Context: an optimization exercise on an open-source flow, tuned for small area, a short achievable clock period and few clock cycles per item. The choices shown serve that exercise and are no tape-out recipe. RTL that was checked went through simulation tests only; none was proved equivalent to the original. Power and IR drop assume default switching activity.

Setup of the previous run:
## dual_median_obstacle_detector_unit
module dual_median_obstacle_detector_unit #(
  parameter int WINDOW = 7
) (
  input  logic                               clk,
  input  logic                               rst_n,
  input  logic                               in_valid,
  output logic                               in_stall,
  input  logic [31:0]                        in_data,
  output logic                               out_valid,
  input  logic                               out_stall,
  output logic [29:0]                        out_data,
  input  logic                               cfg_we,
  input  logic [1:0]                         cfg_index,
  input  logic [dmod_pkg::VAL_W-1:0]         cfg_wdata
);
  dmod_pkg::dmod_in_t in_s;
  assign in_s = in_data;
  localparam int CNT_W = $clog2(WINDOW + 1);
  logic [VAL_W-1:0] accept_min_r, accept_max_r, stop_dist_r;
  logic [RC_W-1:0]  ready_count_r;
  always_ff @(posedge clk) begin
    if (!rst_n) begin
      accept_min_r  <= ACCEPT_MIN_RST;
      accept_max_r  <= ACCEPT_MAX_RST;
      stop_dist_r   <= STOP_DIST_RST;
      ready_count_r <= READY_COUNT_RST;
    end else if (cfg_we) begin
  ...
For scale: roughly 390 flip-flops, roughly 85 I/O pins, ~22000 um2 of cells after synthesis.
clock: 8.0 ns
lec_check: 0
cap_margin: 20
core_margin: 2
core_utilization: 40
slew_margin: 20
synth_hierarchical: 1
run.sh (not shown) runs the stock make flow with config.mk's settings and CLKGATE_MAP_FILE= SYNTH_SCRIPT=/design/flow/synth_recipe.tcl, a recipe that flattens the netlist after the stock synthesis.
The previous run has completed all stages; timing, DRC and antenna checks passed.
[inputs] the current run vs the previous run
Settings: SETUP_SLACK_MARGIN: unset -> 4.5.
Findings:
Minimum clock period in the current run is 0.57 ns lower than in the previous run
The current run | stages: all done | timing, DRC, antenna: all pass
The current run vs. the previous run: via count of the first global-routing pass moved up, post-route clock period utilization shrank by 7.1 points.
No run of this note included a check of the RTL's function; only the layout flow was run.

========
violet:
Another version of the RTL of dual_median_obstacle_detector_unit (not shown whole).
Size: ~410 flip-flops, ~85 I/O pins, about 0.020 mm^2 of cells after synthesis.
==> flow/config.mk <==
export PLATFORM = sky130hd
export DESIGN_NAME = dual_median_obstacle_detector_unit
export DESIGN_NICKNAME = dual_median_obstacle_detector_unit
export VERILOG_FILES = /design/flow/design.v
export SDC_FILE = /design/flow/constraint.sdc
export NUM_CORES = 4
export LEC_CHECK = 0
export CAP_MARGIN = 20
export CORE_MARGIN = 2
export CORE_UTILIZATION = 55
export CTS_BUF_LIST = sky130_fd_sc_hd__clkbuf_8
export CTS_CLUSTER_DIAMETER = 60
export CTS_CLUSTER_SIZE = 14
export SETUP_SLACK_MARGIN = 4.6
export SLEW_MARGIN = 20
export SYNTH_HIERARCHICAL = 1
==> flow/constraint.sdc <==
create_clock -name core_clock -period 8.0 [get_ports {clk}]
set_input_delay 1.6000 -clock core_clock [delete_from_list [all_inputs] [get_ports {clk}]]
set_output_delay 1.6000 -clock core_clock [all_outputs]
set_load 0.01 [all_outputs]
standard.sh (not shown) runs the stock make flow with config.mk's settings and CLKGATE_MAP_FILE= SYNTH_SCRIPT=/design/flow/synth_recipe.tcl, a recipe that flattens the netlist after the stock synthesis.
==> flow/flow/run.sh <==
#!/bin/bash
# The standard layout with the port buffers made from buf_2 cells instead of
# the default delay buffers. make's output goes to standard.log; each step's
# tool log is under orfs/logs/.
set -euo pipefail
bash standard.sh "BUFFER_PORTS_ARGS=-buffer_cell sky130_fd_sc_hd__buf_2" finish > standard.log 2>&1
Testbench counts of violet, summed over its fixed seeds: cycles 16,024, items 16,000.
Input changes introduced in willow (baseline for comparison: violet):
Settings: swapping 60 for 80 in CTS_CLUSTER_DIAMETER; swapping 4.6 for 5 in SETUP_SLACK_MARGIN; swapping 14 for 18 in CTS_CLUSTER_SIZE.
- Compared with violet, willow shows a sequential share of layout area that is 0.72 points lower.
- For the internal power summed over all cells, willow came in about 8% lower than violet did.
- Changes observed in willow relative to violet: design area rose about 1.5%, setup slack rose 0.30 ns, routed wire length rose about 2.3%.
- Detailed-routing iteration count for the pre-antenna-repair pass: lower on willow
- Routed wire length per instance for willow: about 1.2% up relative to violet
- Clock buffer instance count of the final layout in willow is 26% lower than in violet
Edits applied to the flow inputs when going from willow to ember:
Settings: a deleted SETUP_SLACK_MARGIN that had been 5; a change of CTS_CLUSTER_SIZE from 18 to 14; a change of CTS_CLUSTER_DIAMETER from 80 to 60.
==> flow/flow/run.sh <==
#!/bin/bash
# The standard layout with the port buffers made from buf_2 cells instead of
# the default delay buffers, and timing repair aimed 5.3 ns below the
# clock period. make's output goes to standard.log; each step's
# tool log is under orfs/logs/.
set -euo pipefail
bash standard.sh "BUFFER_PORTS_ARGS=-buffer_cell sky130_fd_sc_hd__buf_2" SETUP_SLACK_MARGIN=5.3 finish > standard.log 2>&1
### Flow results
For the via count, ember came in about 0.6% higher than willow did.
ember packs its core more tightly than willow.
Between willow and ember, the difference in synthesized cell count is negligible.
Later-pin clock latency in the skew report ended up 0.05 ns lower on ember than on willow.
Compared with willow, in ember worst vdd rail ir drop went up by 11%; global-route wire length before repair went up by about 3%; share of power burned in the clock network up 3.9 points.
Routed wire length, willow and ember: smaller value in willow
Measured against each other, willow and ember differ in worst-case hold slack, the lower figure coming from ember.
Comparing willow and ember, the higher cell area was measured on ember.

========
dual_median_obstacle_detector_unit again, from the RTL that the note above started with.
export LEC_CHECK = 0
export CAP_MARGIN = 20
export CORE_MARGIN = 2
export CORE_UTILIZATION = 65
export CTS_BUF_LIST = sky130_fd_sc_hd__clkbuf_8
export CTS_CLUSTER_DIAMETER = 60
export CTS_CLUSTER_SIZE = 14
export SETUP_SLACK_MARGIN = 5
export SLEW_MARGIN = 20
export SYNTH_HIERARCHICAL = 1
create_clock -name core_clock -period 8.0 [get_ports {clk}]
==> flow/flow/run.sh <==
#!/bin/bash
# The standard layout with the port buffers made from buf_2 cells instead of
# the default delay buffers. make's output goes to standard.log; each step's
# tool log is under orfs/logs/.
set -euo pipefail
bash standard.sh "BUFFER_PORTS_ARGS=-buffer_cell sky130_fd_sc_hd__buf_2" finish > standard.log 2>&1
Testbench counts at the start, summed over its fixed seeds: cycles 16,024, items 16,000.
==> next run, changes <==
==> flow/flow/run.sh (replaced) <==
#!/bin/bash
# The standard layout with the port buffers made from buf_2 cells instead of
# the default delay buffers, and timing repair aimed 5.8 ns below the
# clock period. make's output goes to standard.log; each step's
# tool log is under orfs/logs/.
set -euo pipefail
bash standard.sh "BUFFER_PORTS_ARGS=-buffer_cell sky130_fd_sc_hd__buf_2" SETUP_SLACK_MARGIN=5.8 finish > standard.log 2>&1
Settings changed: CORE_UTILIZATION 65 to 55, SETUP_SLACK_MARGIN 5 to unset.
What happened: Power rises by a few percent; clock skew is about the same; register-to-register slack is worse by 0.05 ns; die area climbs by about a fifth; setup slack loses 0.052 ns; wire length goes up by about a fifth; critical path depth stays the same; cell count came out higher by roughly a tenth; clock power goes up by a few percent; maximum frequency went down slightly.
==> next run, changes <==
==> flow/run.sh (new file) <==
#!/bin/bash
# synth_recipe.tcl (not shown) runs the flow's synth.tcl, then flattens the netlist and writes it again
# the make line also repeats each setting of config.mk as NAME=value (left out here)
make -C /OpenROAD-flow-scripts/flow DESIGN_CONFIG=/design/flow/config.mk WORK_HOME=/design/flow/orfs CLKGATE_MAP_FILE= SYNTH_SCRIPT=/design/flow/synth_recipe.tcl finish
Settings changed: SETUP_SLACK_MARGIN set to 5.
removed: flow/flow/run.sh
removed: flow/standard.sh
What happened: Cell area fell by about 11%; utilization went down by 7.8 points; total power shrinks by about 0.45%; routed wire length drops by about 11%; clock skew rose by 0.0092 ns; sequential power barely changes; worst setup slack is better by 0.027 ns; clock power came out higher by about 5%; global-route usage is lower by 3.0 points; cell count falls by 7.1%.
==> next run, changes <==
==> flow/flow/run.sh (new file) <==
#!/bin/bash
# The standard layout with the port buffers made from buf_2 cells instead of
# the default delay buffers. make's output goes to standard.log; each step's
# tool log is under orfs/logs/.
set -euo pipefail
bash standard.sh "BUFFER_PORTS_ARGS=-buffer_cell sky130_fd_sc_hd__buf_2" finish > standard.log 2>&1
==> flow/standard.sh (new file) <==
#!/bin/bash
# synth_recipe.tcl (not shown) runs the flow's synth.tcl, then flattens the netlist and writes it again
# the make line also repeats each setting of config.mk as NAME=value (left out here)
make -C /OpenROAD-flow-scripts/flow DESIGN_CONFIG=/design/flow/config.mk WORK_HOME=/design/flow/orfs CLKGATE_MAP_FILE= SYNTH_SCRIPT=/design/flow/synth_recipe.tcl "${@:-finish}"
removed: flow/run.sh
Outcome:
- total power fell by 4.1%
- synthesized cell count stays the same
- flip-flop and latch count does not change
- routed wire length fell by 0.47%
- register-to-register slack gets better by 0.04 ns
- first-iteration DRC count rose by 10%
- cell count hardly moves

separate check: timing with driven ports:
No port has a modelled driver above. Below, the same layouts with a new extraction and two added sets of constraints.
Step 1 (the two cells are an assumption about what drives the block):
set clk [get_ports {clk}]
set_driving_cell -lib_cell sky130_fd_sc_hd__clkbuf_16 $clk
set_driving_cell -lib_cell sky130_fd_sc_hd__buf_2 [delete_from_list [all_inputs] $clk]
Step 2 moves the port delays by t, midway between the first and last clock arrival at a register: inputs arrive t later, outputs are due t later. That takes back most of the time a late clock gives input paths.
Three values: ideal ports, drivers, drivers and shift; two values: the first two.
run | shift t [ns] | setup WS [ns] | slew at the worst register clock pin (ns) | cell pins on the clock port's net
the previous run | 0.628 | 3.476 / 3.476 / 3.476 | 0.06 / 0.06 | 1
the current run | 0.631 | 4.048 / 4.048 / 4.048 | 0.07 / 0.07 | 1
violet | 0.657 | 4.710 / 4.710 / 4.710 | 0.10 / 0.10 | 1
willow | 0.697 | 5.006 / 4.960 / 4.805 | 0.12 / 0.12 | 1
ember | 0.651 | 4.938 / 4.938 / 4.787 | 0.10 / 0.10 | 1
the first run of note 3 | 0.613 | 4.994 / 4.994 / 4.789 | 0.10 / 0.10 | 1
the second run of note 3 | 0.663 | 4.942 / 4.942 / 4.903 | 0.10 / 0.10 | 1
the third run of note 3 | 0.662 | 4.969 / 4.969 / 4.419 | 0.10 / 0.10 | 1
the fourth run of note 3 | 0.663 | 5.012 / 4.998 / 4.800 | 0.10 / 0.10 | 1
After both steps setup and hold are still met in every run listed. The setup slack of the third run of note 3, which loses most, moves by 0.000 ns with the drivers and by -0.550 ns with both steps.
